Background: an optimization exercise with open tools, aiming at small area, a short achievable clock period and few clock cycles. Do not read the settings as production practice. In this exercise RTL edits were held to simulation tests only and were not proved equivalent to the original. Power and IR drop assume default switching activity.

==> flow/design.v, too long to show whole: its modules and the start of the top module <==
// module prefixAdder: 10 lines
// module mulRow: 618 lines
// module mulArray: 66 lines
// module mulApbRegs: 84 lines
// module mulApbTop: 29 lines
// module mulApbChip: 29 lines
module mulApbChip (
	input logic clk,
	input logic arstN,
	input logic psel,
	input logic penable,
	input logic pwrite,
	input logic [7:0] paddr,
	input logic [31:0] pwdata,
	output logic [31:0] prdata,
	output logic pready,
	output logic pslverr
);
  // ...
==> flow/run.sh <==
#!/bin/bash
# synth_recipe.tcl (not shown) runs the flow's synth.tcl, then flattens the netlist and writes it again
# the make line also repeats each setting of config.mk as NAME=value (left out here)
make -C /OpenROAD-flow-scripts/flow DESIGN_CONFIG=/design/flow/config.mk WORK_HOME=/design/flow/orfs CLKGATE_MAP_FILE= SYNTH_SCRIPT=/design/flow/synth_recipe.tcl finish
==> flow/config.mk <==
export PLATFORM = sky130hd
export DESIGN_NAME = mulApbChip
export DESIGN_NICKNAME = mulApbChip
export VERILOG_FILES = /design/flow/design.v
export SDC_FILE = /design/flow/constraint.sdc
export NUM_CORES = 4
export LEC_CHECK = 0
export CAP_MARGIN = 20
export CORE_MARGIN = 2
export CORE_UTILIZATION = 40
export SLEW_MARGIN = 20
==> flow/constraint.sdc <==
create_clock -name core_clock -period 13.0 [get_ports {clk}]
set_input_delay 2.6000 -clock core_clock [delete_from_list [all_inputs] [get_ports {clk}]]
set_output_delay 2.6000 -clock core_clock [all_outputs]
set_load 0.01 [all_outputs]
==> impl_metrics.yaml, run 1 <==
synthesis:
  synthArstFlopShare: 0.352
  synth_top_family_by_area: "adder cells"
  synth_common_cells: "inv_1 (302), nand2_1 (247), fa_1 (244), and2_1 (131), edfxtp_1 (96)"
  synthFlopType: "edfxtp_1"
  synthSimpleGateAreaFrac: 0.132
  syn_area_sq_um: 17400
  avgSynthCellArea_sq_um: 10.2
placement:
  dp.cells: 2275
status:
  status: "complete, no violations"
cts:
  path_clk_slew_ps: 80
  postCtsSetupBuffers: 0
  root_buffer: "clkbuf_16"
critical_path:
  cp_slowest_cell: "ha_1"
  end_kind: "flip-flop"
  crit_arrival_ps: 5540
  crit_fanout: 17
  critPathTopFamily: "adder cells"
  cp_cell_sequence: "ha_1 > mux2i_4 > buf_4 > and2_1 > ha_1 > inv_1 > fa_1 > inv_1 > fa_1 > inv_1 > fa_1 > inv_1 > ha_1 > a21oi_1 > o21ai_0 > xor2_1"
  slowest_delay_ps: 830
  reg2reg_setup_slack_ps: 7640
  r2r_cells: 16
cells_and_area:
  stdcell_count: 2307
  multiInputGateArea_sq_um: 10500
  multi_input_cells: 1098
  largestClassByArea: "multi-input gates"
  bufAreaShareNonClock: 0.0454
  nets: 2056
  fin_area_sq_um: 19100
power_and_ir_drop:
  vdd_drop_max_mv: 0.0873
  clockPowerShare: 0.404
  comb_power_mw: 0.0926
routing:
  totalWireLength_um: 48000
  routed.top_layer: "met4"
  wl_per_cell_um: 20.8
grt:
  use_met2: 0.367
  met3_usage: 0.0399
  grt_pass1_wl_um: 74900
sta:
  setup_tns_ps: 0
  rsz0062_at_grt: "false"
run:
  maxCapViolCount: 0
die:
  core_sq_um: 43000
Testbench counts, summed over its fixed seeds: cycles 14,400.
==> module mulArray, before the edit <==
module mulArray (
	input logic clk,
	input logic arstN,
	input logic [31:0] a,
	input logic [31:0] b,
	input logic go,
	output mulPkg::productT product
);
	logic running;
	logic [1:0] cnt;
	logic step;
	logic [31:0] accS;
	logic [31:0] accC;
	logic [31:0] lowQ;
	logic lowCarry;
	logic [7:0] digit;
	logic [39:0] rowX;
	logic [39:0] rowY;
	logic [8:0] lowSum;
	logic [31:0] hiSum;
	assign step = running | go;
	always_comb begin
		case (cnt)
			2'd0: digit = b[7:0];
			2'd1: digit = b[15:8];
			2'd2: digit = b[23:16];
			default: digit = b[31:24];
		endcase
	end
	mulRow mulRow_i (
		.accS(accS & {32{running}}),
		.accC(accC & {32{running}}),
		.a(a),
		.d(digit),
		.rowX(rowX),
		.rowY(rowY)
	);
	assign lowSum = {1'b0, rowX[7:0]} + {1'b0, rowY[7:0]} + {8'd0, lowCarry & running};
	always_ff @(posedge clk or negedge arstN) begin
		if (!arstN) begin
			running <= 1'b0;
			cnt <= 2'd0;
		end else if (step) begin
			cnt <= cnt + 2'd1;
			running <= (cnt != 2'd3);
		end
	end
	always_ff @(posedge clk) begin
		if (step) begin
			accS <= rowX[39:8];
			accC <= rowY[39:8];
			lowQ <= {lowSum[7:0], lowQ[31:8]};
			lowCarry <= lowSum[8];
		end
	end
	prefixAdder #(
		.Width(32)
	) prefixAdder_i (
		.a(accS),
		.b(accC),
		.cin(lowCarry),
		.sum(hiSum)
	);
	assign product.half.hi = hiSum;
	assign product.half.lo = lowQ;
endmodule
==> module mulApbRegs, before the edit <==
module mulApbRegs (
	input logic clk,
	input logic arstN,
	input apbPkg::apbReqT apbReq,
	output apbPkg::apbRspT apbRsp,
	output mulPkg::operandT opA,
	output mulPkg::operandT opB,
	output logic go,
	input mulPkg::productT product
);
	logic setup;
	logic done;
	logic mapped;
	logic wrOpA;
	logic wrOpB;
	logic [apbPkg::DataWidth-1:0] readWord;
	logic [apbPkg::DataWidth-1:0] prdataQ;
	logic pslverrQ;
	assign setup = apbReq.psel & ~apbReq.penable;
	assign go = setup && apbReq.pwrite && (apbReq.paddr == apbPkg::AddrCtrl) &&
		apbReq.pwdata[apbPkg::CtrlStartBit];
	always_comb begin
		mapped = 1'b1;
		readWord = '0;
		case (apbReq.paddr)
			apbPkg::AddrOpA: begin
				readWord = opA;
			end
			apbPkg::AddrOpB: begin
				readWord = opB;
			end
			apbPkg::AddrCtrl: begin
				readWord = '0;
			end
			apbPkg::AddrStatus: begin
				readWord[apbPkg::StatusDoneBit] = done;
			end
			apbPkg::AddrResLo: begin
				readWord = product.half.lo & {apbPkg::DataWidth{done}};
			end
			apbPkg::AddrResHi: begin
				readWord = product.half.hi & {apbPkg::DataWidth{done}};
			end
			default: begin
				mapped = 1'b0;
			end
		endcase
	end
	always_ff @(posedge clk) begin
		prdataQ <= readWord;
		pslverrQ <= ~mapped;
	end
	always_comb begin
		apbRsp.prdata = prdataQ;
		apbRsp.pready = 1'b1;
		apbRsp.pslverr = pslverrQ;
	end
	always_ff @(posedge clk or negedge arstN) begin
		if (!arstN) begin
			wrOpA <= 1'b0;
			wrOpB <= 1'b0;
			done <= 1'b0;
		end else begin
			wrOpA <= setup && apbReq.pwrite && (apbReq.paddr == apbPkg::AddrOpA);
			wrOpB <= setup && apbReq.pwrite && (apbReq.paddr == apbPkg::AddrOpB);
			if (go) begin
				done <= 1'b1;
			end
		end
	end
	always_ff @(posedge clk or negedge arstN) begin
		if (!arstN) begin
			opA <= '0;
			opB <= '0;
		end else begin
			if (wrOpA) begin
				opA <= apbReq.pwdata;
			end
			if (wrOpB) begin
				opB <= apbReq.pwdata;
			end
		end
	end
endmodule
==> module mulApbTop, before the edit <==
module mulApbTop (
	input logic clk,
	input logic arstN,
	input apbPkg::apbReqT apbReq,
	output apbPkg::apbRspT apbRsp
);
	mulPkg::operandT opA;
	mulPkg::operandT opB;
	logic go;
	mulPkg::productT product;
	mulApbRegs mulApbRegs_i (
		.clk(clk),
		.arstN(arstN),
		.apbReq(apbReq),
		.apbRsp(apbRsp),
		.opA(opA),
		.opB(opB),
		.go(go),
		.product(product)
	);
	mulArray mulArray_i (
		.clk(clk),
		.arstN(arstN),
		.a(opA),
		.b(opB),
		.go(go),
		.product(product)
	);
endmodule
==> run 2: changes to the inputs <==
--- a/flow/design.v
+++ b/flow/design.v
@@ -683,27 +683,46 @@
 	input logic [31:0] a,
 	input logic [31:0] b,
+	input logic [7:0] bLoNext,
 	input logic go,
 	output mulPkg::productT product
 );
+	logic run1;
+	logic run2;
+	logic run3;
 	logic running;
-	logic [1:0] cnt;
-	logic step;
+	logic first;
+	logic [7:0] digitQ;
 	logic [31:0] accS;
 	logic [31:0] accC;
 	logic [31:0] lowQ;
 	logic lowCarry;
-	logic [7:0] digit;
 	logic [39:0] rowX;
 	logic [39:0] rowY;
 	logic [8:0] lowSum;
 	logic [31:0] hiSum;
-	assign step = running | go;
-	always_comb begin
-		case (cnt)
-			2'd0: digit = b[7:0];
-			2'd1: digit = b[15:8];
-			2'd2: digit = b[23:16];
-			default: digit = b[31:24];
-		endcase
+	assign first = go & ~running;
+	always_ff @(posedge clk or negedge arstN) begin
+		if (!arstN) begin
+			run1 <= 1'b0;
+			run2 <= 1'b0;
+			run3 <= 1'b0;
+			running <= 1'b0;
+		end else begin
+			running <= first | run1 | run2;
+			run1 <= first;
+			run2 <= run1;
+			run3 <= run2;
+		end
+	end
+	always_ff @(posedge clk) begin
+		if (first) begin
+			digitQ <= b[15:8];
+		end else if (run1) begin
+			digitQ <= b[23:16];
+		end else if (run2) begin
+			digitQ <= b[31:24];
+		end else begin
+			digitQ <= bLoNext;
+		end
 	end
 	mulRow mulRow_i (
@@ -711,25 +730,27 @@
 		.accC(accC & {32{running}}),
 		.a(a),
-		.d(digit),
+		.d(digitQ),
 		.rowX(rowX),
 		.rowY(rowY)
 	);
 	assign lowSum = {1'b0, rowX[7:0]} + {1'b0, rowY[7:0]} + {8'd0, lowCarry & running};
-	always_ff @(posedge clk or negedge arstN) begin
-		if (!arstN) begin
-			running <= 1'b0;
-			cnt <= 2'd0;
-		end else if (step) begin
-			cnt <= cnt + 2'd1;
-			running <= (cnt != 2'd3);
-		end
-	end
 	always_ff @(posedge clk) begin
-		if (step) begin
+		if (go | running) begin
 			accS <= rowX[39:8];
 			accC <= rowY[39:8];
-			lowQ <= {lowSum[7:0], lowQ[31:8]};
 			lowCarry <= lowSum[8];
 		end
+		if (first) begin
+			lowQ[7:0] <= lowSum[7:0];
+		end
+		if (run1) begin
+			lowQ[15:8] <= lowSum[7:0];
+		end
+		if (run2) begin
+			lowQ[23:16] <= lowSum[7:0];
+		end
+		if (run3) begin
+			lowQ[31:24] <= lowSum[7:0];
+		end
 	end
 	prefixAdder #(
@@ -752,4 +773,5 @@
 	output mulPkg::operandT opA,
 	output mulPkg::operandT opB,
+	output logic [7:0] opBLoNext,
 	output logic go,
 	input mulPkg::productT product
@@ -815,4 +837,5 @@
 		end
 	end
+	assign opBLoNext = wrOpB ? apbReq.pwdata[7:0] : opB[7:0];
 	always_ff @(posedge clk or negedge arstN) begin
 		if (!arstN) begin
@@ -839,4 +862,5 @@
 	mulPkg::operandT opB;
 	logic go;
+	logic [7:0] opBLoNext;
 	mulPkg::productT product;
 	mulApbRegs mulApbRegs_i (
@@ -847,4 +871,5 @@
 		.opA(opA),
 		.opB(opB),
+		.opBLoNext(opBLoNext),
 		.go(go),
 		.product(product)
@@ -855,4 +880,5 @@
 		.a(opA),
 		.b(opB),
+		.bLoNext(opBLoNext),
 		.go(go),
 		.product(product)
==> flow/flow/run.sh (new file) <==
#!/bin/bash
# The standard layout, with timing repair aimed at a path delay well below
# the clock period: the clock and the constraints are unchanged, only
# repair_timing's setup margin is raised (and kept to the worst endpoints).
set -euo pipefail
export SETUP_SLACK_MARGIN="${FLOW_SETUP_MARGIN:-9.2}"
export TNS_END_PERCENT="${FLOW_TNS_END:-10}"
bash standard.sh > flow_standard.log 2>&1
==> flow/standard.sh (new file) <==
#!/bin/bash
# synth_recipe.tcl (not shown) runs the flow's synth.tcl, then flattens the netlist and writes it again
# the make line also repeats each setting of config.mk as NAME=value (left out here)
make -C /OpenROAD-flow-scripts/flow DESIGN_CONFIG=/design/flow/config.mk WORK_HOME=/design/flow/orfs CLKGATE_MAP_FILE= SYNTH_SCRIPT=/design/flow/synth_recipe.tcl "${@:-finish}"
removed: flow/run.sh
==> run 2 against run 1 <==
  * Still clean on timing, DRC and antenna
  * Maximum frequency grew 32%
  * Critical path type is now flip-flop to output pin
  * Flip-flop and latch count grew 9
  * Wire length grew 0.62%
  * Worst setup slack gained 1300 ps
  * Largest power group is now the clock network
==> impl_metrics.yaml, run 2 <==
cts:
  path_clk_slew_ps: 60
  clock_sinks: 208
  cts_tree: "done"
  root_buffer: "clkbuf_16"
  cts_buffers: 24
  clk_latency_ps: 540
  cts_buffer_depth: 3
  cts-htree-levels: 1
die:
  initial_utilization: 0.408
  io_pins: 79
  rows: 75
  die_h_um: 211
  die_area_sq_um: 44600
  die_x_um: 211
  core_sq_um: 42100
routing:
  vias_per_cell: 5.32
  drtPass1Iterations: 7
  wl_met1_um: 20200
  routed-wl-met3_um: 3710
  routed.top_layer: "met5"
  wl_met2_um: 23200
  wl_per_cell_um: 21.6
  ant_nets: 0
  drc: 0
  totalWireLength_um: 48300
  drt_iter0_markers: 868
  route.vias.total: 11900
cells_and_area:
  antenna_cells: 0
  nets: 2025
  seqCellArea_sq_um: 5510
  layout_commonest_cell: "inv_1"
  final_cell_mix: "inv_1 (290), fa_1 (244), nand2_1 (200), and2_1 (143), edfxtp_1 (96)"
  drive_gt1_frac: 0.105
  fin_area_sq_um: 19600
  n_fill_cell: 3918
  multiInputGateArea_sq_um: 10400
  syn2layout_area_growth_pct: 14.4
critical_path:
  cp_cell_sequence: "clkdlybuf4s50_1"
  end_kind: "output pin"
  r2r_cells: 10
  cp_num_buf_inv: 1
  crit_fanout: 1
  crit_cells: 1
  reg2reg_setup_slack_ps: 9140
  critPathTopFamily: "buffers and inverters"
  cp_slowest_cell: "clkdlybuf4s50_1"
  criticalPathCategory: "flip-flop to output pin"
  critPathRequiredTime_ps: 10400
  crit_arrival_ps: 1460
  crit_path_start: "mulApbTop_i.mulApbRegs_i.prdataQ[30]$_DFF_P_"
  slowest_delay_ps: 560
  startpoint_type: "flip-flop"
  r2r_end: "mulApbTop_i.mulArray_i.lowQ[13]$_DFFE_PP_"
  r2r_start: "mulApbTop_i.mulApbRegs_i.opA[3]$_DFFE_PN0P_"
synthesis:
  synth_seq_cells: 208
  synth_edf_count: 96
  synth_cell_types: 53
  yosysTopAreaCellShare: 0.284
  yosysWarnings: 2
  synth_cells: 1651
  synth_largest_area_cell: "fa_1"
  synth_common_cells: "inv_1 (292), fa_1 (244), nand2_1 (202), and2_1 (145), edfxtp_1 (96)"
  synthArstFlopShare: 0.341
  synth_nets: 1993
  synthFlopType: "edfxtp_1"
  ys_top_cells_by_area: "fa_1 (28%), edfxtp_1 (17%), dfrtp_1 (10%), inv_1 (6.4%), and2_1 (5.3%)"
  avgSynthCellArea_sq_um: 10.4
  yosysMostFrequentCell: "inv_1"
  syn_area_sq_um: 17200
  seq_area_frac_synth: 0.319
placement:
  dp_slack_ps: 7680
  io_buffers: 77
  hpwl_um: 34300
  gp_congestion: 0.859
  place_area_sq_um: 18300
sta:
  rsz0062_at_grt: "true"
  fmax_ghz: 0.246
  period_needed_ps: 4060
  post-route-period-util: 0.312
  slew_headroom: 0.349
  setup_tns_ps: 0
  clock_skew_ps: 11.2
  slew_viol_final: 0
  hold_viol: 0
  finalSetupViolations: 0
  tightest_slew_ps: 977
  whs_ps: 505
  fin_ws_ps: 8940
grt:
  grt_usage: 0.221
  grt_pass1_wl_um: 74000
  grt_pass1_vias: 12600
  grt_max_degree: 72
  overflow: 0
  antenna_found_initial: 1
worst_hold_path:
  hp-start: "mulApbTop_i.mulApbRegs_i.done$_DFFE_PN0P_"
  worstHoldPathCells: 1
  whs_endpoint: "mulApbTop_i.mulApbRegs_i.done$_DFFE_PN0P_"
  hold_class: "flip-flop to flip-flop"
power_and_ir_drop:
  report.power.total_mw: 1.46
  vdd_drop_max_mv: 0.0884
  powerDensity_nw_per_um2: 74.2
  total_leakage_power_nw: 9.30
run:
  maxCapViolCount: 0
status:
  status: "complete, no violations"
==> run 2: cell types whose count changed after synthesis, moves of 10 or more <==
cell / change
o21ai_0: -24
inv_1: -10
nand2_1: -45
clkbuf_1: +23
nor2b_1: -10
buf_1: -17
a21oi_1: +11
and2_1: +14
==> run 2: through the flow <==
step	util	std cells
after floorplan	-	1651
after global placement	0.435	2176
after detailed placement	0.435	2176
after CTS	0.460	2228
after global routing	0.466	2240
final	0.466	2240
==> run 2: logic make-up (layout without fill, tap and decap cells) <==
kind of cell | after synthesis | after routing | synth area share
adders and majority gates | 297 | 297 | 0.323
muxes | 81 | 81 | 0.0519
and+or+nand+nor | 439 | 443 | 0.123
buffers and inverters | 393 | 439 | 0.0865
xor gates and xnor gates | 30 | 30 | 0.0153
DFF | 208 | 208 | 0.319
other | 1 | 1 | 0.000218
AOI/OAI and AO/OA | 202 | 202 | 0.0806
==> run 2: what timing repair did <==
item	CTS	global route
setup endpoints to repair	193	205
setup buffers	5	9
resized for setup	38	35
pin swaps	2	6
cloned	3	3
hold buffers	0	0
==> run 2: report_power, final <==
group          switching [mW]  internal, mW  total, mW
logic                  0.0226        0.0211     0.0437
clock network           0.281         0.432      0.713
registers              0.0133         0.686      0.700
total                   0.317          1.14       1.46
==> run 2: layout make-up <==
class                      count  area share
sequential                   208       0.280
clock inverter                11     0.00643
inverter                     292      0.0558
clock buffer                  33      0.0370
timing repair buffer         103      0.0555
multi-input combinational   1054       0.531
tap                          539      0.0343
==> run 2: worst max path at each step <==
stage	slack, ps	endpoint
4_1_cts	8930	mulApbTop_i.mulArray_i.accC[16]$_DFFE_PP_
6_report	8940	prdata[30]
3_3_place_gp	7750	mulApbTop_i.mulApbRegs_i.prdataQ[31]$_DFF_P_
2_1_floorplan	8930	mulApbTop_i.mulArray_i.accC[0]$_DFFE_PP_
3_5_place_dp	7680	mulApbTop_i.mulApbRegs_i.prdataQ[31]$_DFF_P_
5_1_grt	8910	prdata[30]
==> run 2: layer usage <==
metal | vias to the layer above | GRT usage
met4 | 2 | 0.0517
met3 | 69 | 0.0446
met1 | 6160 | 0.299
li1 | 5291 | -
met5 | - | 0
met2 | 392 | 0.366
Testbench counts of run 2, summed over its fixed seeds: cycles 14,400.
==> run 3: changes to the inputs <==
--- a/flow/flow/run.sh
+++ b/flow/flow/run.sh
@@ -6,3 +6,4 @@
 export SETUP_SLACK_MARGIN="${FLOW_SETUP_MARGIN:-9.2}"
 export TNS_END_PERCENT="${FLOW_TNS_END:-10}"
+export BUFFER_PORTS_ARGS="-buffer_cell sky130_fd_sc_hd__buf_4"
 bash standard.sh > flow_standard.log 2>&1
==> run 3 against run 2 <==
  * Critical path type is now flip-flop to flip-flop
  * Synthesized cell count did not move
  * Non-clock buffer count is 2 higher
  * Clock skew increased by 2.3 ps
  * Power decreased by 3.0%
  * Register-to-register slack improved by 50 ps
  * Sequential share of layout area up 0.37 points
==> impl_metrics.yaml, run 3 <==
sta:
  post-route-period-util: 0.293
  period_needed_ps: 3810
  tightest_slew_ps: 994
  finalSetupViolations: 0
  clock_skew_ps: 13.5
  fmax_ghz: 0.262
  slew_viol_final: 0
  whs_ps: 497
  hold_viol: 0
  setup_tns_ps: 0
  slew_headroom: 0.337
  rsz0062_at_grt: "true"
worst_hold_path:
  hp-start: "mulApbTop_i.mulApbRegs_i.done$_DFFE_PN0P_"
  worstHoldPathCells: 1
  hold_class: "flip-flop to flip-flop"
  whs_endpoint: "mulApbTop_i.mulApbRegs_i.done$_DFFE_PN0P_"
cells_and_area:
  n_fill_cell: 3930
  antenna_cells: 0
  stdcell_count: 2237
  layout_commonest_cell: "inv_1"
  final_cell_mix: "inv_1 (290), fa_1 (243), nand2_1 (200), and2_1 (143), edfxtp_1 (96)"
  seqCellArea_sq_um: 5500
  drive_gt1_frac: 0.146
  nets: 2023
  syn2layout_area_growth_pct: 12.7
  multiInputGateArea_sq_um: 10400
power_and_ir_drop:
  total_leakage_power_nw: 9.22
  report.power.total_mw: 1.41
  vdd_drop_max_mv: 0.0896
  powerDensity_nw_per_um2: 73.0
synthesis:
  synthXorXnorAreaFrac: 0.0153
  synth_edf_count: 96
  synth_cells: 1651
  synth-compound-area-share: 0.0806
  seq_area_frac_synth: 0.319
  synthArstFlopShare: 0.341
  synth_nets: 1993
  avgSynthCellArea_sq_um: 10.4
  yosysMostFrequentCell: "inv_1"
  synth_cell_types: 53
  yosysWarnings: 2
  synthSimpleGateAreaFrac: 0.123
  yosysTopAreaCellShare: 0.284
  synth_top_family_by_area: "adder cells"
  synth_common_cells: "inv_1 (292), fa_1 (244), nand2_1 (202), and2_1 (145), edfxtp_1 (96)"
  synthFlopType: "edfxtp_1"
  muxShareOfSynthArea: 0.0519
  ys_top_cells_by_area: "fa_1 (28%), edfxtp_1 (17%), dfrtp_1 (10%), inv_1 (6.4%), and2_1 (5.3%)"
  synth_seq_cells: 208
  synthAdderAreaFrac: 0.323
  synth_largest_area_cell: "fa_1"
  syn_area_sq_um: 17200
critical_path:
  criticalPathCategory: "flip-flop to flip-flop"
  crit_path_start: "mulApbTop_i.mulArray_i.running$_DFF_PN0_"
  cp_cell_sequence: "buf_12 > and2_4 > ha_4 > inv_2 > fa_2 > inv_1 > fa_1 > fa_1 > ha_4 > xor2_1"
  reg2reg_setup_slack_ps: 9190
  critPathRequiredTime_ps: 13230
  r2r_end: "mulApbTop_i.mulArray_i.lowQ[4]$_DFFE_PP_"
  r2r_cells: 10
  crit_arrival_ps: 4040
  cp_slowest_cell: "xor2_1"
  slowest_delay_ps: 620
  crit_fanout: 7
  r2r_start: "mulApbTop_i.mulArray_i.running$_DFF_PN0_"
  startpoint_type: "flip-flop"
  end_kind: "flip-flop"
cts:
  root_buffer: "clkbuf_16"
  cts_buffers: 23
  clock_sinks: 208
  clk_latency_ps: 540
  cts_buffer_depth: 3
  cts_tree: "done"
  path_clk_slew_ps: 60
  cts_hold_buf: 0
  cts-htree-levels: 1
die:
  initial_utilization: 0.408
  io_pins: 79
  core_sq_um: 42100
  die_area_sq_um: 44600
  rows: 75
  die_h_um: 211
  die_x_um: 211
grt:
  antenna_found_initial: 1
  grt_usage: 0.219
  grt_pass1_vias: 12700
  overflow: 0
  grt_max_degree: 72
  grt_pass1_wl_um: 74200
routing:
  wl_per_cell_um: 21.6
  ant_nets: 0
  drt_iter0_markers: 852
  route.vias.total: 12000
  totalWireLength_um: 48300
  drc: 0
  drtPass1Iterations: 5
  vias_per_cell: 5.34
placement:
  gp_congestion: 0.867
  hpwl_um: 34200
  dp.cells: 2177
  io_buffers: 77
status:
  status: "complete, no violations"
run:
  maxCapViolCount: 0
==> run 3: cell counts after synthesis <==
No cell type changed its count.
==> run 3: metrics by stage <==
stage | setup slack (ps) | instance area [sq um] | util
6_report | 9190 | 19400 | 0.460
5_1_grt | 9090 | 19400 | 0.460
4_1_cts | 8990 | 19200 | 0.455
3_5_place_dp | 8330 | 18200 | 0.431
3_3_place_gp | 8370 | 18200 | 0.431
2_1_floorplan | 8930 | 17200 | -
==> run 3: worst max path at each step <==
stage,to,slack [ps],depth (start not counted)
2_1_floorplan,mulApbTop_i.mulArray_i.accC[0]$_DFFE_PP_,8930,5
3_3_place_gp,mulApbTop_i.mulApbRegs_i.prdataQ[31]$_DFF_P_,8370,9
3_5_place_dp,mulApbTop_i.mulApbRegs_i.prdataQ[31]$_DFF_P_,8330,9
4_1_cts,mulApbTop_i.mulApbRegs_i.prdataQ[31]$_DFF_P_,8990,9
5_1_grt,mulApbTop_i.mulArray_i.lowQ[3]$_DFFE_PP_,9090,7
6_report,mulApbTop_i.mulArray_i.lowQ[4]$_DFFE_PP_,9190,10
==> run 3: routing by layer <==
| metal | track usage | part of all wire |
|---|---|---|
| met1 | 0.307 | 0.44 |
| met2 | 0.365 | 0.47 |
| met3 | 0.0251 | 0.059 |
| met4 | 0.0556 | 0.034 |
| met5 | 0 | 0 |
==> run 3: cell families (layout without fill, tap and decap cells) <==
group / after synthesis / count (layout)
other: 1 / 1
AOI/OAI and AO/OA: 202 / 202
buffers and inverters: 393 / 439
adders and majority gates: 297 / 297
and+or+nand+nor: 439 / 440
xor gates and xnor gates: 30 / 30
DFF: 208 / 208
muxes: 81 / 81
==> run 3: area by class of cell <==
cell class / instances / area share
multi-input cells: 1051 / 0.536
clock buffers: 34 / 0.0340
clock inverters: 8 / 0.00562
repair buffers: 105 / 0.0485
well taps: 539 / 0.0348
inverters: 292 / 0.0566
flip-flops and latches: 208 / 0.284
==> run 3: worst max-delay path: cells and delay by family (launching register included) <==
family | cells | cell delay (ps)
adders and majority gates | 5 | 2070
xor gates and xnor gates | 1 | 620
DFF | 1 | 430
buffers and inverters | 3 | 230
and+or+nand+nor | 1 | 140
==> run 3: where the power goes <==
part	internal, mW	switching [mW]
Clock	0.394	0.278
Sequential	0.686	0.0125
Combinational	0.0186	0.0239
==> run 3: repair_timing <==
action | CTS | global route
pin swaps | 9 | 10
endpoints found under the setup margin | 116 | 119
hold endpoints to repair | 0 | 0
resized for setup | 19 | 26
setup buffers | 9 | 4
cloned | 3 | 2
==> run 4: changes to the inputs <==
--- a/flow/config.mk
+++ b/flow/config.mk
@@ -6,4 +6,5 @@
 export NUM_CORES = 4
 export LEC_CHECK = 0
+export ABC_AREA = 1
 export CAP_MARGIN = 20
 export CORE_MARGIN = 2
==> run 4 against run 3 <==
  * Still clean
  * Clock power fell by 1%
  * Flip-flop and latch count is the same
  * Global-route usage increased by 1.1 points
  * Hold slack got worse by 34 ps
  * Wire length rose by 11%
  * Sequential power is 11% higher
  * Critical endpoint unchanged
  * Highest routed layer unchanged
==> impl_metrics.yaml, run 4 <==
run:
  maxCapViolCount: 0
cells_and_area:
  nets: 2616
  antenna_cells: 0
  final_cell_mix: "nand2_1 (660), inv_1 (601), fa_1 (240), edfxtp_1 (96), buf_4 (95)"
  syn2layout_area_growth_pct: 12.6
  layout_commonest_cell: "nand2_1"
  stdcell_count: 2892
  drive_gt1_frac: 0.0964
  final_core_util: 0.453
sta:
  tightest_slew_ps: 973
  period_needed_ps: 3790
  post-route-period-util: 0.292
  whs_ps: 463
  fmax_ghz: 0.264
  hold_viol: 0
  finalSetupViolations: 0
  rsz0062_at_grt: "true"
  setup_tns_ps: 0
  clock_skew_ps: 13.0
  slew_headroom: 0.352
  slew_viol_final: 0
die:
  initial_utilization: 0.402
  core_sq_um: 45100
  io_pins: 79
  rows: 78
  die_x_um: 217
  die_area_sq_um: 47100
  die_h_um: 217
critical_path:
  crit_path_end: "mulApbTop_i.mulArray_i.lowQ[4]$_DFFE_PP_"
  crit_arrival_ps: 4000
  cp_cell_sequence: "buf_4 > nor2_4 > nand2_2 > nor2_4 > nand4_2 > nor3_2 > nand2_2 > clkinvlp_4"
  slowest_delay_ps: 320
  crit_path_start: "paddr[5]"
  r2r_start: "mulApbTop_i.mulArray_i.running$_DFF_PN0_"
  end_kind: "flip-flop"
  cp_slowest_cell: "nand2_2"
  critPathRequiredTime_ps: 13210
  crit_cells: 8
  startpoint_type: "input port"
  reg2reg_setup_slack_ps: 9210
  criticalPathCategory: "input port to flip-flop"
  crit_fanout: 18
  cp_num_buf_inv: 2
  critPathTopFamily: "simple AND/OR/NAND/NOR gates"
  r2r_end: "mulApbTop_i.mulArray_i.lowQ[14]$_DFFE_PP_"
  r2r_cells: 16
synthesis:
  synth_cells: 2234
  avgSynthCellArea_sq_um: 8.12
  yosysMostFrequentCell: "nand2_1"
  seq_area_frac_synth: 0.302
  synth_common_cells: "nand2_1 (670), inv_1 (610), fa_1 (244), edfxtp_1 (96), o21ai_0 (86)"
  synthFlopType: "edfxtp_1"
  synth_nets: 2576
  synth_cell_types: 42
  synth_seq_cells: 208
  synthArstFlopShare: 0.341
  ys_top_cells_by_area: "fa_1 (27%), edfxtp_1 (16%), nand2_1 (14%), inv_1 (13%), dfrtp_1 (9.8%)"
  yosysTopAreaCellShare: 0.269
  synth_edf_count: 96
  yosysWarnings: 2
  syn_area_sq_um: 18100
  synth_largest_area_cell: "fa_1"
routing:
  ant_nets: 0
  drt_iter0_markers: 1118
  route.vias.total: 14200
  drc: 0
  drtPass1Iterations: 5
  wl_per_cell_um: 18.5
  totalWireLength_um: 53500
  vias_per_cell: 4.90
cts:
  clk_latency_ps: 520
  path_clk_slew_ps: 60
  cts_tree: "done"
  clock_sinks: 208
  root_buffer: "clkbuf_16"
  cts-htree-levels: 1
  cts_buffers: 24
  cts_buffer_depth: 3
status:
  status: "complete, no violations"
placement:
  io_buffers: 77
  hpwl_um: 39700
  dp.cells: 2825
  gp_congestion: 0.934
grt:
  overflow: 0
  antenna_found_initial: 0
  grt_pass1_wl_um: 83000
  grt_max_degree: 72
  grt_pass1_vias: 14700
  grt_usage: 0.231
worst_hold_path:
  hold_class: "flip-flop to flip-flop"
  hp-start: "mulApbTop_i.mulArray_i.lowQ[18]$_DFFE_PP_"
power_and_ir_drop:
  vdd_drop_max_mv: 0.108
  powerDensity_nw_per_um2: 97.7
  total_leakage_power_nw: 11.3
## run 4: per-layer routing
| layer | vias up | wire (um) | global-route usage |
|---|---|---|---|
| li1 | 6597 | - | - |
| met1 | 7084 | 23000 | 0.309 |
| met2 | 414 | 26200 | 0.400 |
| met3 | 90 | 2640 | 0.0212 |
| met4 | 0 | 1710 | 0.0646 |
| met5 | - | 0 | 0 |
## run 4: tightest hold or removal path: stages, from the launching register on
cell and delay [ps]:
edfxtp_1 320, a21oi_1 60, nand2_1 60
## run 4: worst min path at each step
stage                                                              end  slack, ps  cells past startpoint
after floorplan            mulApbTop_i.mulApbRegs_i.prdataQ[2]$_DFF_P_        420                      2
after global placement     mulApbTop_i.mulApbRegs_i.prdataQ[8]$_DFF_P_        430                      2
after detailed placement  mulApbTop_i.mulApbRegs_i.prdataQ[27]$_DFF_P_        450                      2
after CTS                 mulApbTop_i.mulApbRegs_i.prdataQ[18]$_DFF_P_        460                      2
after global routing      mulApbTop_i.mulApbRegs_i.prdataQ[18]$_DFF_P_        480                      2
final                     mulApbTop_i.mulApbRegs_i.prdataQ[18]$_DFF_P_        460                      2
## run 4: kinds of logic (layout without fill, tap and decap cells)
group                      Yosys count  in the layout  synth area share
and+or+nand+nor                    819            819             0.180
buffers and inverters              703            761             0.148
adders and majority gates          297            297             0.306
DFF                                208            208             0.302
AOI/OAI and AO/OA                  199            199            0.0601
xor gates and xnor gates             7              7           0.00338
other                                1              1          0.000207
## run 4: layout make-up
cell class,count,area (sq um)
fill,4486,24700
multi-input combinational,1323,10100
sequential,208,5510
inverter,611,2300
timing repair buffer,106,948
tap,600,751
clock buffer,33,677
clock inverter,11,93.8
## run 4: repair_timing
action | in CTS | in global routing
gates resized for setup | 22 | 38
pin swaps | 1 | 19
hold buffers | 0 | 0
endpoints found under the hold margin | 0 | 0
cloned | 3 | 0
setup buffers | 2 | 18
setup endpoints to repair | 25 | 120
## run 4: report_power, final
group	switching (mW)	total, mW	internal [mW]
registers	0.0183	0.774	0.756
clock network	0.277	0.663	0.387
logic	0.323	0.558	0.235
## run 4: per-stage QoR
step | power [mW] | area [sq um] | worst slack [ps]
5_1_grt | 2.11 | 20400 | 9050
6_report | 2.00 | 20400 | 9210
3_5_place_dp | 1.29 | 19200 | 8550
2_1_floorplan | 1.11 | 18200 | 9100
4_1_cts | 1.98 | 20100 | 9160
3_3_place_gp | 1.28 | 19200 | 8450
==> run 5: changes to the inputs <==
==> flow/run.sh (new file) <==
#!/bin/bash
# synth_recipe.tcl (not shown) runs the flow's synth.tcl, then flattens the netlist and writes it again
# the make line also repeats each setting of config.mk as NAME=value (left out here)
make -C /OpenROAD-flow-scripts/flow DESIGN_CONFIG=/design/flow/config.mk WORK_HOME=/design/flow/orfs CLKGATE_MAP_FILE= SYNTH_SCRIPT=/design/flow/synth_recipe.tcl finish
--- a/flow/config.mk
+++ b/flow/config.mk
@@ -6,5 +6,4 @@
 export NUM_CORES = 4
 export LEC_CHECK = 0
-export ABC_AREA = 1
 export CAP_MARGIN = 20
 export CORE_MARGIN = 2
removed: flow/flow/run.sh
removed: flow/standard.sh
==> run 5 against run 4 <==
  * Global-route usage decreased by 1.5 points
  * Clock skew increased by 9.7 ps
  * Critical endpoint is now mulApbTop_i.mulApbRegs_i.prdataQ[31]$_DFF_P_
  * Critical path type unchanged
  * Highest routed layer unchanged
  * Hold slack gained 39 ps
  * Still clean on timing, DRC and antenna
==> impl_metrics.yaml, run 5 <==
worst_hold_path:
  worstHoldPathCells: 2
  whs_endpoint: "mulApbTop_i.mulApbRegs_i.prdataQ[6]$_DFF_P_"
  hold_class: "flip-flop to flip-flop"
  hp-start: "mulApbTop_i.mulApbRegs_i.opB[6]$_DFFE_PN0P_"
routing:
  wl_per_cell_um: 20.9
  drt_iter0_markers: 853
  ant_nets: 0
  drtPass1Iterations: 5
  totalWireLength_um: 46300
  vias_per_cell: 5.25
  drc: 0
  route.vias.total: 11700
cts:
  clock_sinks: 208
  cts_resized: 0
  cts_buffer_depth: 3
  cts_tree: "done"
  path_clk_slew_ps: 60
  cts-htree-levels: 1
  cts_buffers: 24
  clk_latency_ps: 540
  root_buffer: "clkbuf_16"
  postCtsSetupBuffers: 0
  cts_hold_buf: 0
grt:
  grt_pass1_wl_um: 72600
  overflow: 0
  grt_max_degree: 72
  grt_usage: 0.215
  grt_pass1_vias: 12300
  antenna_found_initial: 0
synthesis:
  synth-compound-area-share: 0.0806
  yosysMostFrequentCell: "inv_1"
  syn_area_sq_um: 17200
  synth_edf_count: 96
  synthSimpleGateAreaFrac: 0.123
  synth_common_cells: "inv_1 (292), fa_1 (244), nand2_1 (202), and2_1 (145), edfxtp_1 (96)"
  synth_cells: 1651
  synth_seq_cells: 208
  ys_top_cells_by_area: "fa_1 (28%), edfxtp_1 (17%), dfrtp_1 (10%), inv_1 (6.4%), and2_1 (5.3%)"
  synth_largest_area_cell: "fa_1"
  synth_top_family_by_area: "adder cells"
  synthFlopType: "edfxtp_1"
  yosysTopAreaCellShare: 0.284
  yosysWarnings: 2
  muxShareOfSynthArea: 0.0519
  synthArstFlopShare: 0.341
  synthXorXnorAreaFrac: 0.0153
  synthAdderAreaFrac: 0.323
  synth_cell_types: 53
  seq_area_frac_synth: 0.319
  avgSynthCellArea_sq_um: 10.4
  synth_nets: 1993
sta:
  tightest_slew_ps: 1020
  slew_headroom: 0.321
  setup_tns_ps: 0
  post-route-period-util: 0.373
  slew_viol_final: 0
  finalSetupViolations: 0
  fmax_ghz: 0.206
  rsz0062_at_grt: "false"
  clock_skew_ps: 22.7
  whs_ps: 502
  fin_ws_ps: 8150
  period_needed_ps: 4850
  hold_viol: 0
power_and_ir_drop:
  total_leakage_power_nw: 8.97
  powerDensity_nw_per_um2: 75.5
  vdd_drop_max_mv: 0.113
die:
  initial_utilization: 0.408
  die_h_um: 211
  die_x_um: 211
  die_area_sq_um: 44600
  core_sq_um: 42100
  rows: 75
  io_pins: 79
critical_path:
  criticalPathCategory: "input port to flip-flop"
  slowest_delay_ps: 680
  crit_fanout: 29
  cp_cell_sequence: "clkdlybuf4s50_1 > nor3_1 > nand2_1 > nor3_2 > buf_4 > nand2_1 > o311a_1 > o21ai_1"
  cp_slowest_cell: "nand2_1"
  critPathRequiredTime_ps: 13470
  reg2reg_setup_slack_ps: 8290
  startpoint_type: "input port"
  critPathTopFamily: "simple AND/OR/NAND/NOR gates"
  cp_common_cell: "nand2_1"
  r2r_end: "mulApbTop_i.mulArray_i.lowQ[15]$_DFFE_PP_"
  end_kind: "flip-flop"
  cp_num_buf_inv: 2
  r2r_cells: 12
  r2r_start: "mulApbTop_i.mulArray_i.running$_DFF_PN0_"
  crit_arrival_ps: 5320
placement:
  dp_slack_ps: 7630
  io_buffers: 77
  hpwl_um: 34500
  gp_congestion: 0.851
cells_and_area:
  multiInputGateArea_sq_um: 10200
  drive_gt1_frac: 0.0779
  seqCellArea_sq_um: 5490
  layout_commonest_cell: "inv_1"
  antenna_cells: 0
  nets: 2006
  syn2layout_area_growth_pct: 11.6
  final_cell_mix: "inv_1 (292), fa_1 (244), nand2_1 (202), and2_1 (145), edfxtp_1 (96)"
  n_fill_cell: 3924
status:
  status: "complete, no violations"
run:
  maxCapViolCount: 0
run 5: how the worst max path moves through the flow:
| stage | startpoint | to | slack [ps] | cells past startpoint |
|---|---|---|---|---|
| floorplan | paddr[1] | mulApbTop_i.mulArray_i.accC[0]$_DFFE_PP_ | 7920 | 5 |
| global placement | paddr[1] | mulApbTop_i.mulApbRegs_i.prdataQ[31]$_DFF_P_ | 7630 | 8 |
| detailed placement | paddr[1] | mulApbTop_i.mulApbRegs_i.prdataQ[31]$_DFF_P_ | 7630 | 8 |
| CTS | paddr[1] | mulApbTop_i.mulApbRegs_i.prdataQ[31]$_DFF_P_ | 8160 | 8 |
| global route | paddr[1] | mulApbTop_i.mulApbRegs_i.prdataQ[31]$_DFF_P_ | 7910 | 8 |
| finish | paddr[1] | mulApbTop_i.mulApbRegs_i.prdataQ[31]$_DFF_P_ | 8150 | 8 |
run 5: worst reg2reg max path, delay by kind of cell, from the launching register on:
kind / cells / cell delay, ps
compound gates: 1 / 90
buf+inv: 4 / 630
fa+ha+maj: 5 / 2230
simple gates: 1 / 160
flops: 1 / 740
xor+xnor: 1 / 550
run 5: layout make-up:
cell class | instances | share of cell area
multi-input cells | 1050 | 0.534
flip-flops and latches | 208 | 0.286
inverters | 292 | 0.0572
repair buffers | 88 | 0.0441
well taps | 539 | 0.0352
clock buffers | 31 | 0.0343
clock inverters | 13 | 0.00908
run 5: per-stage QoR:
step,std cells,total power [mW],utilization,area [sq um]
2_1_floorplan,1651,0.721,-,17200
3_3_place_gp,2177,0.756,0.435,18300
3_5_place_dp,2177,0.757,0.435,18300
4_1_cts,2221,1.45,0.455,19200
5_1_grt,2221,1.48,0.455,19200
6_report,2221,1.45,0.455,19200
run 5: kinds of logic after synthesis:
kind of cell | Yosys count
other cells | 1
xor+xnor | 30
flops | 208
fa+ha+maj | 297
simple gates | 439
buf+inv | 393
mux | 81
compound gates | 202
run 5: routing by layer:
metal  vias to the layer above  wire (um)  global-route usage
li1                       5253          -                   -
met1                      6030      20800               0.305
met2                       326      22300               0.359
met3                        62       2230              0.0239
met4                         0        980              0.0440
met5                         -          0                   0
run 5: report_power, final:
part	internal, mW	switching, mW
Sequential	0.687	0.0129
Clock	0.421	0.283
Combinational	0.0214	0.0219
Total	1.13	0.318

afterwards: timing with drivers on the ports:
In the flow no input, the clock included, has a driving cell. The finished layouts below were timed again as built, in two steps.
Step 1 sets driving cells, clkbuf_16 on the clock port and buf_2 on the other inputs (assumed; they add their load-dependent delay and slew).
Step 2, shift: input delay + t, output delay - t, t = (earliest + latest rising clock arrival at the registers) / 2. This alone moves slack from input paths to output paths.
Three values: no drivers, after step 1, after step 2; two values: the first two.
run | shift t [ns] | setup WS [ns] | hold WS [ns]
run 1 | 0.490 | 7.640 / 7.640 / 7.292 | 0.461 / 0.461 / 0.461
run 2 | 0.587 | 8.942 / 8.889 / 8.480 | 0.505 / 0.505 / 0.505
run 3 | 0.582 | 9.189 / 9.189 / 8.645 | 0.497 / 0.497 / 0.497
run 4 | 0.565 | 9.206 / 9.214 / 8.664 | 0.463 / 0.463 / 0.463
run 5 | 0.587 | 8.149 / 8.181 / 7.594 | 0.502 / 0.502 / 0.502
After both steps setup and hold are still met in every run listed. The setup slack of run 5, which loses most, moves by +0.032 ns with the drivers and by -0.555 ns with both steps.
